Source: an optimization exercise on an open RTL-to-GDS flow (aim: small area, a short achievable clock period and few clock cycles). Production flows keep margins and buffers that such runs may drop.
Only simulation tests tie the RTL to the original design; equivalence was not proved.
Power figures rest on the tool's default switching activity, not on a simulated workload.

## job 101
## moment_engine_top
module moment_engine_top
(
   input  logic                                  clk,
   input  logic                                  rst_n,
   input  logic                                  req_i,
   input  logic [9+17-1:0] cfg_i,
   output logic                                  ack_o,
   output logic [17:0]               mem_rd_o,
   input  logic [8-1:0]              rdata_i,
   output logic [3*29-1:0]         moments_o,
   output logic [2*13-1:0]           centroid_o
);
   localparam int m00_w = 20;
   localparam int m1_w  = 25;
   localparam int row_w = 14;
   localparam int q_w   = 9;
   typedef enum logic [2:0] {
      st_idle,
      st_sq,
      st_add_lo,
      st_add_hi,
      st_read,
      st_drain,
      st_div,
      st_ack
   } state_t;
   state_t               state;
   logic                 rd_en;
   logic [11:0]          addr_lo;
   logic [4:0]           addr_hi;
   logic                 addr_c;
   logic [5:0]           x_cnt;
   logic [5:0]           y_cnt;
   logic                 row_first;
   logic                 img_first;
   logic                 v1;
   logic                 f1;
   logic                 l1;
  ...
==> flow/config.mk <==
export PLATFORM = sky130hd
export DESIGN_NAME = moment_engine_top
export DESIGN_NICKNAME = moment_engine_top
export VERILOG_FILES = /design/flow/design.v
export SDC_FILE = /design/flow/constraint.sdc
export NUM_CORES = 4
export LEC_CHECK = 0
export CAP_MARGIN = 20
export CORE_MARGIN = 2
export CORE_UTILIZATION = 60
export SETUP_SLACK_MARGIN = 4.9
export SLEW_MARGIN = 20
==> flow/constraint.sdc <==
create_clock -name core_clock -period 7.5 [get_ports {clk}]
set_input_delay 1.5000 -clock core_clock [delete_from_list [all_inputs] [get_ports {clk}]]
set_output_delay 1.5000 -clock core_clock [all_outputs]
set_load 0.01 [all_outputs]
standard.sh (not shown) runs the stock make flow with config.mk's settings and CLKGATE_MAP_FILE= SYNTH_SCRIPT=/design/flow/synth_recipe.tcl, a recipe that flattens the netlist after the stock synthesis.
==> flow/flow/run.sh <==
#!/bin/bash
# Standard layout, with the port buffers made from the smallest buffer
# instead of the default pick; every port still gets its own buffer.
set -o pipefail
cp standard.sh standard.sh.txt
export BUFFER_PORTS_ARGS="-buffer_cell sky130_fd_sc_hd__buf_1"
bash standard.sh > standard.log 2>&1
Both conditions hold for job 101: the flow ran to the end and the final layout passed the timing, design-rule and antenna checks.
Testbench counts of job 101, summed over its fixed seeds: cycles 193,901.
Input-level comparison between job 102 and job 101:
- CAP_MARGIN now 0, was 20
- SETUP_SLACK_MARGIN now 4.8, was 4.9
- SLEW_MARGIN now 0, was 20
Findings:
Job 102 has area growth from synthesis to layout below what job 101 had. Job 101 ended up with more cell instances than job 102 did. Per the comparison of job 102 with job 101, smallest setup slack after layout went down; first-pass GRT wire length fell 970 um; fraction of power consumed by the clock network +0.7 points; number of nets in the layout now smaller; minimum setup slack among reg-to-reg paths down 0.09 ns.
## Diff of input files: job 103 against job 102
- setting CTS_BUF_LIST to sky130_fd_sc_hd__clkbuf_8 for the first time
- changing SLEW_MARGIN from 0 to 20
- changing CAP_MARGIN from 0 to 20
### Flow results
Relative to job 102, sum of routed wire length over all layers has gone down in job 103. Comparing job 102 and job 103, the lower final area is on job 103. Comparing post-route fraction of the period consumed by the critical path for job 102 and job 103, the smaller number came from job 102.
Setup changes, job 103 to job 104
- CORE_UTILIZATION: 60 -> 70
- CTS_BUF_LIST: sky130_fd_sc_hd__clkbuf_8 -> unset
## What came out
Job 104 vs job 103, standard cell with the maximum stage delay on the critical path: sky130_fd_sc_hd__ha_1 vs sky130_fd_sc_hd__edfxtp_1. Delta (job 104 minus job 103): synthesized cell count ~0 delta, smallest setup slack after layout +0.055 ns. Where internal reg-to-reg setup slack is concerned, job 103 is better than job 104.
Input changes introduced in job 105 (baseline for comparison: job 104):
- CORE_UTILIZATION changed from 70 to 60
==> comparison <==
Job 105 finished all stages; the layout is clean.
Lower relative contribution of the clock network to total power was reported by job 105, not job 104.
Net switching power of the design: job 105 vs job 104 down about 2%
Arrival time of the worst setup path came out lower on job 105 than on job 104.

========
== v58 ==
Starting RTL as in the previous note.
export LEC_CHECK = 0
export CAP_MARGIN = 20
export CORE_MARGIN = 2
export CORE_UTILIZATION = 60
export GPL_ROUTABILITY_DRIVEN = 0
export SETUP_SLACK_MARGIN = 4.8
export SLEW_MARGIN = 20
create_clock -name core_clock -period 7.5 [get_ports {clk}]
Scripts as last shown in full above: flow/flow/run.sh
v58 closes out successfully: all stages finished, all timing, DRC and antenna checks passed.
Testbench counts of v58, summed over its fixed seeds: cycles 193,901.
The inputs of v12 differ from those of v58 as listed below.
Settings: removing GPL_ROUTABILITY_DRIVEN (formerly 0); setting PLACE_DENSITY to 0.72 for the first time.
## What came out
Wire length of the first global-routing pass shrinks slightly when moving from v58 to v12.
Diff v58 -> v12 | worst path setup slack after routing | increase of 0.029 ns
Compared v12 vs v58, and portion of the clock cycle consumed by the worst path in the final layout is down in v12.
v12 and v58 ended up with nearly the same fraction of the mapped netlist area in compound gates.
Number of nets in the layout of v12 is on par with v58.
Against v58, v12 comes in 1.1 points higher on share of power burned in combinational logic.
Looking at worst hold slack, v12 sits 0.0059 ns lower than v58 does.
Compared v12 vs v58, and sequential cell fraction of total power is down in v12.
Input changes introduced in v51 (baseline for comparison: v12):
Settings: PLACE_DENSITY removed (was 0.72); TNS_END_PERCENT newly set to 20.
- On total power of the final layout, v12 and v51 are basically level.
- Result: PASS for each of v12 and v51
- Looking at total routing resource utilization after global routing, v51 sits 0.22 points above v12.
- Number of buffer and inverter instances along the worst setup path: v12 and v51 compared, lower one is v51
- From v12 to v51 the numbers moved as follows: part of the power in combinational logic went down; detailed placer's ending HPWL went up; number of nets in the final layout did not really move; clock buffer instance count of the final layout went up.
- From v12 to v51 the numbers moved as follows: cell area after layout went up by about 0.3%; setup slack did not really move; global placement routability congestion went down.
Here is what was changed in the inputs of v17 compared with v51.
Settings: TNS_END_PERCENT changed from 20 to 0.
### Flow results
[compare] base=v51 new=v17: shortest clock period the worst path allows after layout rose 0.032 ns, wire length of the first global-routing pass fell about 1.2%. Delta (v17 minus v51): area of all placed cells without fillers has remained practically unchanged, share of total power in the clock network has remained practically unchanged, arrival time of data at the critical path endpoint has increased, worst max-slew margin expressed relative to the limit has decreased, worst-case setup margin in the final layout has decreased. Diff v51 -> v17: transition time at the pin with the least slew margin picked up an extra 0.099 ns; sequential cell area in the final layout about even. Between v17 and v51, the difference in wire length is negligible. Between v51 and v17, the cell count went up.

========
job 4038:
moment_engine_top again, from the RTL that the note above started with.
Settings: LEC_CHECK=0, CAP_MARGIN=20, CORE_MARGIN=2, CORE_UTILIZATION=60, CTS_CLUSTER_DIAMETER=150, CTS_CLUSTER_SIZE=40, SETUP_SLACK_MARGIN=4.8, SLEW_MARGIN=20; clock period 7.5 ns.
Scripts as last shown in full above: flow/flow/run.sh
Testbench counts of job 4038, summed over its fixed seeds: cycles 193,901.
Here is what was changed in the inputs of job 306 compared with job 4038.
Settings: swapping 4.8 for 5.0 in SETUP_SLACK_MARGIN; clearing CTS_CLUSTER_SIZE, which used to be 40; clearing CTS_CLUSTER_DIAMETER, which used to be 150.
==> run summary <==
Diff job 4038 -> job 306: highest clock rate up 18 MHz, sum of internal, switching and leakage power increased 9.8%, non-clock buffer count grew by 71. Against job 4038, job 306 reports a transition time of the tightest slew-check pin that is lower. Measured against each other, job 4038 and job 306 differ in sequential power, the higher figure coming from job 4038. Setup slack: job 306 more than job 4038. On final area, job 4038 beats job 306. Looking only at power share of the clock group, and setting everything else aside, the lower value of job 4038 and job 306 goes to job 306. Diff job 4038 and job 306: total detailed-routing wirelength lower in job 4038. Part of the power in combinational logic (higher): job 306. In the metrics for job 4038 and job 306, the one carrying the higher area overhead of the layout relative to synthesis is job 306.

========
moment_engine_top, a different RTL version from the one above (not shown whole).
For scale: about 1400 cells after synthesis, roughly 190 flip-flops, ~170 I/O pins, roughly 12000 µm² of cells after synthesis.
clock: 7.5 ns
lec_check: 0
cap_margin: 20
core_margin: 2
core_utilization: 50
setup_slack_margin: 4.8
slew_margin: 20
Scripts as last shown in full above: flow/flow/run.sh
Testbench counts at the start, summed over its fixed seeds: cycles 193,901.
Rerun with:
==> flow/run.sh (new file) <==
#!/bin/bash
# synth_recipe.tcl (not shown) runs the flow's synth.tcl, then flattens the netlist and writes it again
# the make line also repeats each setting of config.mk as NAME=value (left out here)
make -C /OpenROAD-flow-scripts/flow DESIGN_CONFIG=/design/flow/config.mk WORK_HOME=/design/flow/orfs CLKGATE_MAP_FILE= SYNTH_SCRIPT=/design/flow/synth_recipe.tcl finish
removed: flow/flow/run.sh
removed: flow/standard.sh
The new run went through all stages and came out clean. Global-route usage is higher by 0.71 points. Clock-buffer cell count does not change. Cell count is higher by 0.61%. Power is higher by 3.7%. Synthesized cell count is unchanged.

==> re-timing with driven ports <==
Ports are ideal in the flow. The routed layouts listed here were re-timed in OpenROAD. Step 1 (the two cells are an assumption about what drives the block):
set clk [get_ports {clk}]
set_driving_cell -lib_cell sky130_fd_sc_hd__clkbuf_16 $clk
set_driving_cell -lib_cell sky130_fd_sc_hd__buf_2 [delete_from_list [all_inputs] $clk]
Step 2 moves the port delays by t, midway between the first and last clock arrival at a register: inputs arrive t later, outputs are due t later. That takes back most of the time a late clock gives input paths. Three values: no drivers, after step 1, after step 2; two values: the first two.
run | shift t [ns] | setup slack, ns | clock arrival spread, ns | slew at the worst register clock pin (ns)
job 101 | 0.486 | 4.852 / 4.806 / 4.985 | 0.018 / 0.017 | 0.08 / 0.08
job 102 | 0.484 | 4.832 / 4.785 / 4.888 | 0.017 / 0.017 | 0.08 / 0.08
job 103 | 0.522 | 4.782 / 4.740 / 4.860 | 0.021 / 0.020 | 0.12 / 0.12
job 104 | 0.484 | 4.837 / 4.823 / 4.837 | 0.012 / 0.012 | 0.08 / 0.08
job 105 | 0.485 | 4.829 / 4.783 / 4.901 | 0.017 / 0.016 | 0.08 / 0.08
v58 | 0.485 | 4.829 / 4.783 / 4.901 | 0.017 / 0.016 | 0.08 / 0.08
v12 | 0.475 | 4.858 / 4.811 / 4.873 | 0.013 / 0.013 | 0.08 / 0.08
v51 | 0.483 | 4.856 / 4.809 / 4.872 | 0.016 / 0.016 | 0.08 / 0.08
v17 | 0.484 | 4.824 / 4.812 / 4.824 | 0.015 / 0.016 | 0.08 / 0.08
job 4038 | 0.485 | 4.829 / 4.783 / 4.901 | 0.017 / 0.016 | 0.08 / 0.08
job 306 | 0.486 | 4.951 / 4.900 / 4.943 | 0.010 / 0.011 | 0.08 / 0.08
the first run of note 4 | 0.487 | 4.798 / 4.796 / 4.798 | 0.021 / 0.021 | 0.09 / 0.09
the second run of note 4 | 0.497 | 4.758 / 4.712 / 4.564 | 0.017 / 0.017 | 0.09 / 0.09
After both steps setup and hold are still met in every run listed. For the second run of note 4, which loses most, drivers alone change the setup slack by -0.046 ns; drivers and shift together by -0.194 ns.
